This design comes from an exercise in tuning for small area and a short achievable clock period on the open sky130 flow, not from production work.
Only simulation tests tie the RTL to the original design; equivalence was not proved.

==> flow/design.v <==
package ddc_pkg;
    localparam int PHASE_W = 32;
    localparam int LUT_AW  = 8;
    localparam int ADC_W   = 12;
    localparam int MIX_W   = 16;
    localparam int CIC_N   = 3;
    localparam int CIC_R   = 64;
    typedef enum logic {PTR_I = 1'b0, PTR_Q = 1'b1} ptr_e;
    localparam int CIC_W = MIX_W + CIC_N * $clog2(CIC_R);
    localparam int DEC_W = $clog2(CIC_R);
    function automatic logic [10:0] quarter_sine(input logic [6:0] k);
        logic [10:0] v;
        case (k)
            7'd0:  v = 11'd0;    7'd1:  v = 11'd50;   7'd2:  v = 11'd100;  7'd3:  v = 11'd151;
            7'd4:  v = 11'd201;  7'd5:  v = 11'd251;  7'd6:  v = 11'd300;  7'd7:  v = 11'd350;
            7'd8:  v = 11'd399;  7'd9:  v = 11'd449;  7'd10: v = 11'd497;  7'd11: v = 11'd546;
            7'd12: v = 11'd594;  7'd13: v = 11'd642;  7'd14: v = 11'd690;  7'd15: v = 11'd737;
            7'd16: v = 11'd783;  7'd17: v = 11'd830;  7'd18: v = 11'd875;  7'd19: v = 11'd920;
            7'd20: v = 11'd965;  7'd21: v = 11'd1009; 7'd22: v = 11'd1052; 7'd23: v = 11'd1095;
            7'd24: v = 11'd1137; 7'd25: v = 11'd1179; 7'd26: v = 11'd1219; 7'd27: v = 11'd1259;
            7'd28: v = 11'd1299; 7'd29: v = 11'd1337; 7'd30: v = 11'd1375; 7'd31: v = 11'd1411;
            7'd32: v = 11'd1447; 7'd33: v = 11'd1483; 7'd34: v = 11'd1517; 7'd35: v = 11'd1550;
            7'd36: v = 11'd1582; 7'd37: v = 11'd1614; 7'd38: v = 11'd1644; 7'd39: v = 11'd1674;
            7'd40: v = 11'd1702; 7'd41: v = 11'd1729; 7'd42: v = 11'd1756; 7'd43: v = 11'd1781;
            7'd44: v = 11'd1805; 7'd45: v = 11'd1828; 7'd46: v = 11'd1850; 7'd47: v = 11'd1871;
            7'd48: v = 11'd1891; 7'd49: v = 11'd1910; 7'd50: v = 11'd1927; 7'd51: v = 11'd1944;
            7'd52: v = 11'd1959; 7'd53: v = 11'd1973; 7'd54: v = 11'd1986; 7'd55: v = 11'd1997;
            7'd56: v = 11'd2008; 7'd57: v = 11'd2017; 7'd58: v = 11'd2025; 7'd59: v = 11'd2032;
            7'd60: v = 11'd2037; 7'd61: v = 11'd2041; 7'd62: v = 11'd2045; 7'd63: v = 11'd2046;
            default: v = 11'd2047;
        endcase
        quarter_sine = v;
    endfunction
    function automatic logic signed [ADC_W-1:0] sine_lut(input logic [LUT_AW-1:0] a);
        logic [6:0]       idx;
        logic [ADC_W-1:0] mag;
        idx = a[6] ? (7'd64 - {1'b0, a[5:0]}) : {1'b0, a[5:0]};
        mag = {1'b0, quarter_sine(idx)};
        sine_lut = a[7] ? -$signed(mag) : $signed(mag);
    endfunction
endpackage
module cic_decim
#(
    parameter int N  = ddc_pkg::CIC_N,
    parameter int W  = ddc_pkg::CIC_W,
    parameter int OW = ddc_pkg::MIX_W
) (
    input  logic          clk,
    input  logic          rst_n,
    input  logic          strobe,
    input  logic [OW-1:0] din,
    output logic [OW-1:0] dout
);
    logic [N-1:0][W-1:0] integ_q, integ_d, dly_q, dly_d;
    logic [W-1:0]        comb_out;
    logic                unused_low;
    always_comb begin
        logic [W-1:0] acc;
        integ_d[0] = integ_q[0] + {{(W-OW){din[OW-1]}}, din};
        for (int k = 1; k < N; k++) begin
            integ_d[k] = integ_q[k] + integ_q[k-1];
        end
        acc = integ_q[N-1];
        for (int k = 0; k < N; k++) begin
            dly_d[k] = strobe ? acc : dly_q[k];
            acc      = acc - dly_q[k];
        end
        comb_out = acc;
    end
    assign dout       = comb_out[W-1 -: OW];
    assign unused_low = ^comb_out[W-OW-1:0];
    always_ff @(posedge clk or negedge rst_n) begin
        if (!rst_n) begin
            integ_q <= '0;
            dly_q   <= '0;
        end else begin
            integ_q <= integ_d;
            dly_q   <= dly_d;
        end
    end
endmodule
module ddc_core
#(
    parameter logic [ddc_pkg::PHASE_W-1:0] FTW_INIT    = 32'd0,
    parameter logic [ddc_pkg::PHASE_W-1:0] STEP_FINE   = 32'd1074,
    parameter logic [ddc_pkg::PHASE_W-1:0] STEP_COARSE = 32'd107374
) (
    input  logic             ADC_CLK,
    input  logic             RST_N,
    input  logic [ddc_pkg::ADC_W-1:0] ADC_IN,
    input  logic             ENC_SW,
    input  logic             ENC_DIR,
    input  logic             ENC_CNT,
    input  logic             ENC_CLK,
    input  logic             DATA_ACK,
    output logic [ddc_pkg::MIX_W-1:0] OUT,
    output logic             DATA_RDY
);
    logic [4:0] async_in, meta_q, sync_q;
    logic [2:0] prev_q, rise;
    logic       cnt_rise, push_rise, ack_rise;
    assign async_in  = {DATA_ACK, ENC_CLK, ENC_CNT, ENC_DIR, ENC_SW};
    assign rise      = sync_q[4:2] & ~prev_q;
    assign cnt_rise  = rise[0];
    assign push_rise = rise[1];
    assign ack_rise  = rise[2];
    logic [ddc_pkg::PHASE_W-1:0] ftw_q, ftw_d, phase_q, phase_d, step;
    always_comb begin
        step  = sync_q[0] ? STEP_COARSE : STEP_FINE;
        ftw_d = ftw_q;
        if (push_rise) begin
            ftw_d = FTW_INIT;
        end else if (cnt_rise) begin
            ftw_d = sync_q[1] ? ftw_q + step : ftw_q - step;
        end
        phase_d = phase_q + ftw_q;
    end
    logic [ddc_pkg::LUT_AW-1:0]           lut_addr;
    logic [1:0][ddc_pkg::ADC_W-1:0]       lo_q, lo_d;
    logic [ddc_pkg::ADC_W-1:0]            x_q, x_d;
    logic [1:0][ddc_pkg::MIX_W-1:0]       mix_q, mix_d, dec;
    logic [ddc_pkg::DEC_W-1:0]            cnt_q, cnt_d;
    logic                        strobe;
    assign lut_addr = phase_q[ddc_pkg::PHASE_W-1 -: ddc_pkg::LUT_AW];
    assign lo_d[0]  = ddc_pkg::sine_lut(lut_addr + ddc_pkg::LUT_AW'(1 << (ddc_pkg::LUT_AW - 2)));
    assign lo_d[1]  = ddc_pkg::sine_lut(lut_addr);
    assign x_d      = {~ADC_IN[ddc_pkg::ADC_W-1], ADC_IN[ddc_pkg::ADC_W-2:0]};
    assign cnt_d    = cnt_q + 1'b1;
    assign strobe   = (cnt_q == ddc_pkg::DEC_W'(ddc_pkg::CIC_R - 1));
    genvar gi;
    generate
        for (gi = 0; gi < 2; gi++) begin : g_arm
            logic signed [2*ddc_pkg::ADC_W-1:0] prod;
            logic                      unused_prod;
            assign prod        = $signed(x_q) * $signed(lo_q[gi]);
            assign mix_d[gi]   = prod[2*ddc_pkg::ADC_W-2 -: ddc_pkg::MIX_W];
            assign unused_prod = prod[2*ddc_pkg::ADC_W-1] ^ (^prod[2*ddc_pkg::ADC_W-ddc_pkg::MIX_W-2:0]);
            cic_decim #(.N(ddc_pkg::CIC_N), .W(ddc_pkg::CIC_W), .OW(ddc_pkg::MIX_W)) u_cic (
                .clk    (ADC_CLK),
                .rst_n  (RST_N),
                .strobe (strobe),
                .din    (mix_q[gi]),
                .dout   (dec[gi])
            );
        end
    endgenerate
    logic [ddc_pkg::MIX_W-1:0] out_q, out_d, hold_q, hold_d;
    logic             rdy_q, rdy_d;
    ddc_pkg::ptr_e             ptr_q, ptr_d;
    always_comb begin
        out_d  = out_q;
        hold_d = hold_q;
        rdy_d  = rdy_q;
        ptr_d  = ptr_q;
        if (strobe) begin
            out_d  = dec[0];
            hold_d = dec[1];
            rdy_d  = 1'b1;
            ptr_d  = ddc_pkg::PTR_I;
        end else if (ack_rise && rdy_q) begin
            if (ptr_q == ddc_pkg::PTR_I) begin
                out_d = hold_q;
                ptr_d = ddc_pkg::PTR_Q;
            end else begin
                rdy_d = 1'b0;
            end
        end
    end
    always_ff @(posedge ADC_CLK or negedge RST_N) begin
        if (!RST_N) begin
            meta_q  <= '0;
            sync_q  <= '0;
            prev_q  <= '0;
            ftw_q   <= FTW_INIT;
            phase_q <= '0;
            lo_q    <= '0;
            x_q     <= '0;
            mix_q   <= '0;
            cnt_q   <= '0;
            out_q   <= '0;
            hold_q  <= '0;
            rdy_q   <= 1'b0;
            ptr_q   <= ddc_pkg::PTR_I;
        end else begin
            meta_q  <= async_in;
            sync_q  <= meta_q;
            prev_q  <= sync_q[4:2];
            ftw_q   <= ftw_d;
            phase_q <= phase_d;
            lo_q    <= lo_d;
            x_q     <= x_d;
            mix_q   <= mix_d;
            cnt_q   <= cnt_d;
            out_q   <= out_d;
            hold_q  <= hold_d;
            rdy_q   <= rdy_d;
            ptr_q   <= ptr_d;
        end
    end
    assign OUT      = out_q;
    assign DATA_RDY = rdy_q;
endmodule
clock: 8.0 ns
lec_check: 0
abc_clock_period_in_ps: 3000
cap_margin: 20
core_margin: 2
core_utilization: 40
setup_slack_margin: 4.5
slew_margin: 20
run.sh (not shown) runs the stock make flow with config.mk's settings and CLKGATE_MAP_FILE= SYNTH_SCRIPT=/design/flow/synth_recipe.tcl, a recipe that flattens the netlist after the stock synthesis.
Edit:
ABC_CLOCK_PERIOD_IN_PS = default   (was 3000)
SETUP_SLACK_MARGIN = default   (was 4.5)
Count of clock-buffer cells in the layout grows by 1.
Via count is lower by about 4.5%.
Routed wire length goes down by about 10%.
Die area stays the same.

==> re-timing with driven ports <==
How much do the figures lean on ideal ports? The routed layouts below were timed once more, with nothing changed but the port constraints. Step 1 (the two cells are an assumption about what drives the block):
set clk [get_ports {ADC_CLK}]
set_driving_cell -lib_cell sky130_fd_sc_hd__clkbuf_16 $clk
set_driving_cell -lib_cell sky130_fd_sc_hd__buf_2 [delete_from_list [all_inputs] $clk]
Step 2 adds t to the input delays and takes it off the output delays; t is the mean of the earliest and latest rising clock arrival at the registers after step 1. Input paths then give back, and output paths get back, about the clock's delay inside the block. a / b / c = ideal ports / drivers / drivers and shift; a / b = the first two.
run	t (ns)	setup slack, ns	hold slack, ns
the first run	0.705	1.445 / 1.445 / 1.445	0.346 / 0.346 / 0.346
the second run	0.716	0.732 / 0.732 / 0.732	0.346 / 0.346 / 0.346
After both steps setup and hold are still met in every run listed.
